Context: an optimization exercise on an open-source flow, tuned for small area and few clock cycles. The choices shown serve that exercise and are no tape-out recipe. Function was checked by simulation only, so behaviour that the tests miss may differ from the original. Power and IR drop assume default switching activity.

P:
==> flow/design.v <==
package search_list_pkg;
   localparam int data_w = 64;
   localparam int addr_w = 48;
   localparam logic [data_w-1:0] null_ptr = '1;
   localparam int key_hi = 63;
   localparam int key_lo = 32;
   typedef struct packed {
      logic [data_w-1:0] fact_value;
      logic [data_w-1:0] ptr;
   } job_t;
   typedef struct packed {
      logic [data_w-1:0] dim_value;
      logic [data_w-1:0] next_ptr;
   } node_t;
   typedef struct packed {
      logic [data_w-1:0] fact_value;
      node_t             node;
   } join_t;
   typedef struct packed {
      logic [data_w-1:0] dim_value;
      logic [data_w-1:0] fact_value;
   } match_t;
   typedef enum logic [1:0] {
      issue_idle,
      issue_old,
      issue_new
   } issue_state_e;
endpackage
module search_list #(
   parameter int depth = 9
) (
   input  logic         clk,
   input  logic         rst,
   input  logic         new_job_empty,
   input  logic [127:0] new_job,
   output logic         new_job_read_en,
   output logic         rq0_vld,
   output logic [47:0]  rq0_address,
   input  logic         rq0_afull,
   output logic         rq1_vld,
   output logic [47:0]  rq1_address,
   input  logic         rq1_afull,
   input  logic         rs0_write_en,
   input  logic [63:0]  rs0_data,
   output logic         rs0_afull,
   input  logic         rs1_write_en,
   input  logic [63:0]  rs1_data,
   output logic         rs1_afull,
   output logic         output_empty,
   input  logic         output_read_en,
   output logic [127:0] output_data,
   output logic         done
);
   logic [63:0]      q [depth];      
   logic [depth-1:0] qv;
   logic [depth-1:0] mv;             
   logic [31:0]      dl_r;
   logic             dh_r;
   logic             dv;
   logic [46:0]      p_r;            
   logic             pn_r;
   logic             pv;
   logic             prev_nje;
   logic        d_av, p_av, p_null, hit, rq_ok;
   logic [31:0] dl_w;
   logic [63:0] head;
   logic [46:0] p_w;
   logic        both, fire_hit, fire_drop, fire_re, pop, ohold;
   assign head  = q[0];
   assign d_av  = dv | rs0_write_en;
   assign dl_w  = dv ? dl_r : rs0_data[31:0];
   assign p_av  = pv | rs1_write_en;
   assign p_w   = pv ? p_r : rs1_data[46:0];
   assign p_null = pv ? pn_r : (&rs1_data);
   assign both  = d_av & p_av & qv[0];
   assign hit   = dv ? dh_r : (rs0_data[63:32] == head[63:32]);
   assign rq_ok = !rq0_afull && !rq1_afull;
   assign ohold    = both & hit;
   assign fire_hit = ohold & output_read_en;
   assign output_empty = !ohold;
   assign output_data  = {head[63:32], dl_w, head};
   assign fire_drop = both & !hit & p_null;
   assign fire_re   = both & !hit & !p_null & rq_ok;
   assign pop       = fire_hit | fire_drop | fire_re;
   logic        nj_null, room, issue_new, push;
   logic [46:0] addr;
   logic [63:0] push_fact;
   assign nj_null   = &new_job[63:0];
   assign room      = !(&qv) | pop;
   assign issue_new = !new_job_empty && !nj_null && rq_ok && !fire_re && room;
   assign new_job_read_en = !new_job_empty && (nj_null || issue_new);
   assign push      = fire_re | issue_new;
   assign push_fact = fire_re ? head : new_job[127:64];
   assign addr      = fire_re ? p_w : new_job[46:0];
   assign rq0_vld   = push;
   assign rq1_vld   = push;
   assign rq0_address = {addr, 1'b0};
   assign rq1_address = {addr, 1'b1};
   logic dv_n, pv_n;
   assign dv_n = d_av & !pop;
   assign pv_n = p_av & !pop;
   assign rs0_afull = dv_n | !((qv[0] & !mv[0]) | mv[1]);
   assign rs1_afull = pv_n;
   always_ff @(posedge clk)
   begin
      if (rst)
      begin
         dv <= 1'b0;
         pv <= 1'b0;
      end
      else
      begin
         dv <= dv_n;
         pv <= pv_n;
      end
      if (!dv)
      begin
         dl_r <= rs0_data[31:0];
         dh_r <= hit;
      end
      if (!pv)
      begin
         p_r  <= rs1_data[46:0];
         pn_r <= &rs1_data;
      end
   end
   always_comb
   begin
      mv[0] = qv[0] & pop;
      for (int i = 1; i < depth; i++)
         mv[i] = qv[i] & (!qv[i-1] | mv[i-1]);
   end
   always_ff @(posedge clk)
   begin
      for (int i = 0; i < depth - 1; i++)
         if (mv[i+1])
            q[i] <= q[i+1];
      if (push)
         q[depth-1] <= push_fact;
      if (rst)
         qv <= '0;
      else
      begin
         for (int i = 0; i < depth - 1; i++)
            qv[i] <= (qv[i] & !mv[i]) | mv[i+1];
         qv[depth-1] <= (qv[depth-1] & !mv[depth-1]) | push;
      end
   end
   always_ff @(posedge clk)
      prev_nje <= new_job_empty;
   assign done = prev_nje && !(|qv);
endmodule
Settings: LEC_CHECK=0, ABC_AREA=1, CAP_MARGIN=20, CORE_MARGIN=2, CORE_UTILIZATION=60, CTS_CLUSTER_DIAMETER=80, CTS_CLUSTER_SIZE=30, SLEW_MARGIN=20; clock period 6.0 ns.
standard.sh (not shown) runs the stock make flow with config.mk's settings and CLKGATE_MAP_FILE= SYNTH_SCRIPT=/design/flow/synth_recipe.tcl, a recipe that flattens the netlist after the stock synthesis.
==> flow/flow/run.sh <==
#!/bin/bash
# Standard layout, with the port buffers made from the smallest buffer cell
# instead of the one buffer_ports picks by itself.
set -euo pipefail
export BUFFER_PORTS_ARGS="-buffer_cell sky130_fd_sc_hd__buf_1"
bash standard.sh > orfs_make.log 2>&1
Testbench counts of P, summed over its fixed seeds: cycles 13,521.
For Q, these inputs were changed with respect to P:
==> flow/design.v, changed modules only <==
module search_list #(
   parameter int depth = 10
) (
   input  logic         clk,
   input  logic         rst,
   input  logic         new_job_empty,
   input  logic [127:0] new_job,
   output logic         new_job_read_en,
   output logic         rq0_vld,
   output logic [47:0]  rq0_address,
   input  logic         rq0_afull,
   output logic         rq1_vld,
   output logic [47:0]  rq1_address,
   input  logic         rq1_afull,
   input  logic         rs0_write_en,
   input  logic [63:0]  rs0_data,
   output logic         rs0_afull,
   input  logic         rs1_write_en,
   input  logic [63:0]  rs1_data,
   output logic         rs1_afull,
   output logic         output_empty,
   input  logic         output_read_en,
   output logic [127:0] output_data,
   output logic         done
);
   logic [63:0]      q [depth];      
   logic [depth-1:0] qv;
   logic [63:0]      d_r;            
   logic             dv;
   logic [46:0]      p_r;            
   logic             pn_r;
   logic             pv;
   logic             prev_nje;
   logic        d_av, p_av, p_null, hit, rq_ok;
   logic [63:0] d_w, head;
   logic [46:0] p_w;
   logic        both, fire_hit, fire_drop, fire_re, pop, ohold;
   assign head  = q[0];
   assign d_av  = dv | rs0_write_en;
   assign d_w   = dv ? d_r : rs0_data;
   assign p_av  = pv | rs1_write_en;
   assign p_w   = pv ? p_r : rs1_data[46:0];
   assign p_null = pv ? pn_r : (&rs1_data);
   assign both  = d_av & p_av & qv[0];
   assign hit   = (d_w[63:32] == head[63:32]);
   assign rq_ok = !rq0_afull && !rq1_afull;
   assign ohold    = both & hit;
   assign fire_hit = ohold & output_read_en;
   assign output_empty = !ohold;
   assign output_data  = {d_w, head};
   assign fire_drop = both & !hit & p_null;
   assign fire_re   = both & !hit & !p_null & rq_ok;
   assign pop       = fire_hit | fire_drop | fire_re;
   logic        nj_null, room, issue_new, push;
   logic [46:0] addr;
   logic [63:0] push_fact;
   assign nj_null   = &new_job[63:0];
   assign room      = !(&qv) | pop;
   assign issue_new = !new_job_empty && !nj_null && rq_ok && !fire_re && room;
   assign new_job_read_en = !new_job_empty && (nj_null || issue_new);
   assign push      = fire_re | issue_new;
   assign push_fact = fire_re ? head : new_job[127:64];
   assign addr      = fire_re ? p_w : new_job[46:0];
   assign rq0_vld   = push;
   assign rq1_vld   = push;
   assign rq0_address = {addr, 1'b0};
   assign rq1_address = {addr, 1'b1};
   logic dv_n, pv_n;
   assign dv_n = d_av & !pop;
   assign pv_n = p_av & !pop;
   assign rs0_afull = dv_n;
   assign rs1_afull = pv_n;
   always_ff @(posedge clk)
   begin
      if (rst)
      begin
         dv <= 1'b0;
         pv <= 1'b0;
      end
      else
      begin
         dv <= dv_n;
         pv <= pv_n;
      end
      if (!dv)
         d_r <= rs0_data;
      if (!pv)
      begin
         p_r  <= rs1_data[46:0];
         pn_r <= &rs1_data;
      end
   end
   logic [depth-1:0] mv;
   always_comb
   begin
      mv[0] = qv[0] & pop;
      for (int i = 1; i < depth; i++)
         mv[i] = qv[i] & (!qv[i-1] | mv[i-1]);
   end
   always_ff @(posedge clk)
   begin
      for (int i = 0; i < depth - 1; i++)
         if (mv[i+1])
            q[i] <= q[i+1];
      if (push)
         q[depth-1] <= push_fact;
      if (rst)
         qv <= '0;
      else
      begin
         for (int i = 0; i < depth - 1; i++)
            qv[i] <= (qv[i] & !mv[i]) | mv[i+1];
         qv[depth-1] <= (qv[depth-1] & !mv[depth-1]) | push;
      end
   end
   always_ff @(posedge clk)
      prev_nje <= new_job_empty;
   assign done = prev_nje && !(|qv);
endmodule
Results
- Final design area excluding fillers on Q is behind P.
- Measured against each other, P and Q differ in met2 capacity usage during global routing, the higher figure coming from Q.
- Compared with P, the detailed router inserted more vias in Q.
- Compared with P, Q shows a power per cell area that is about 0.55% higher.
- Q — inverter count 29 lower, P as reference
- Q vs. P: fraction of area in multi-input gates increased by 1.0 points relative to the old numbers, routed wire length increased by 12,000 µm relative to the old numbers.
- For sequential power, dividing the value from Q by the value from P gives 1.14.
- Routed via count divided by cell count across P and Q: no real change.
- Compared with P, in Q combinational power increased 34%, sequential share of layout area picked up an extra 0.66 points, final cell count without fillers +about 13%, synthesized cell count rose by 236, data required time of the worst path ~0 delta.
Testbench counts of Q, summed over its fixed seeds: cycles 12,623.

## static timing again, ports no longer ideal
No port has a modelled driver above. Below, the same layouts with a new extraction and two added sets of constraints. Step 1 assumes that a clkbuf_16 drives the clock port and a buf_2 every other input. Step 2 moves the port delays by t, midway between the first and last clock arrival at a register: inputs arrive t later, outputs are due t later. That takes back most of the time a late clock gives input paths. Slacks: no drivers / after step 1 / after step 2; pairs: no drivers / after step 1.
run | shift t [ns] | setup slack, ns | worst setup path at the end | worst data-port slew with drivers (ns) | cell pins on the clock port's net
P | 0.629 | 1.097 / 1.057 / 1.057 | input to output | 0.17 | 1
Q | 0.682 | 0.674 / 0.613 / 0.878 | input to output | 0.12 | 1
After both steps every run listed still meets setup and hold. The setup slack of P, which loses most, moves by -0.040 ns with the drivers and by -0.040 ns with both steps.
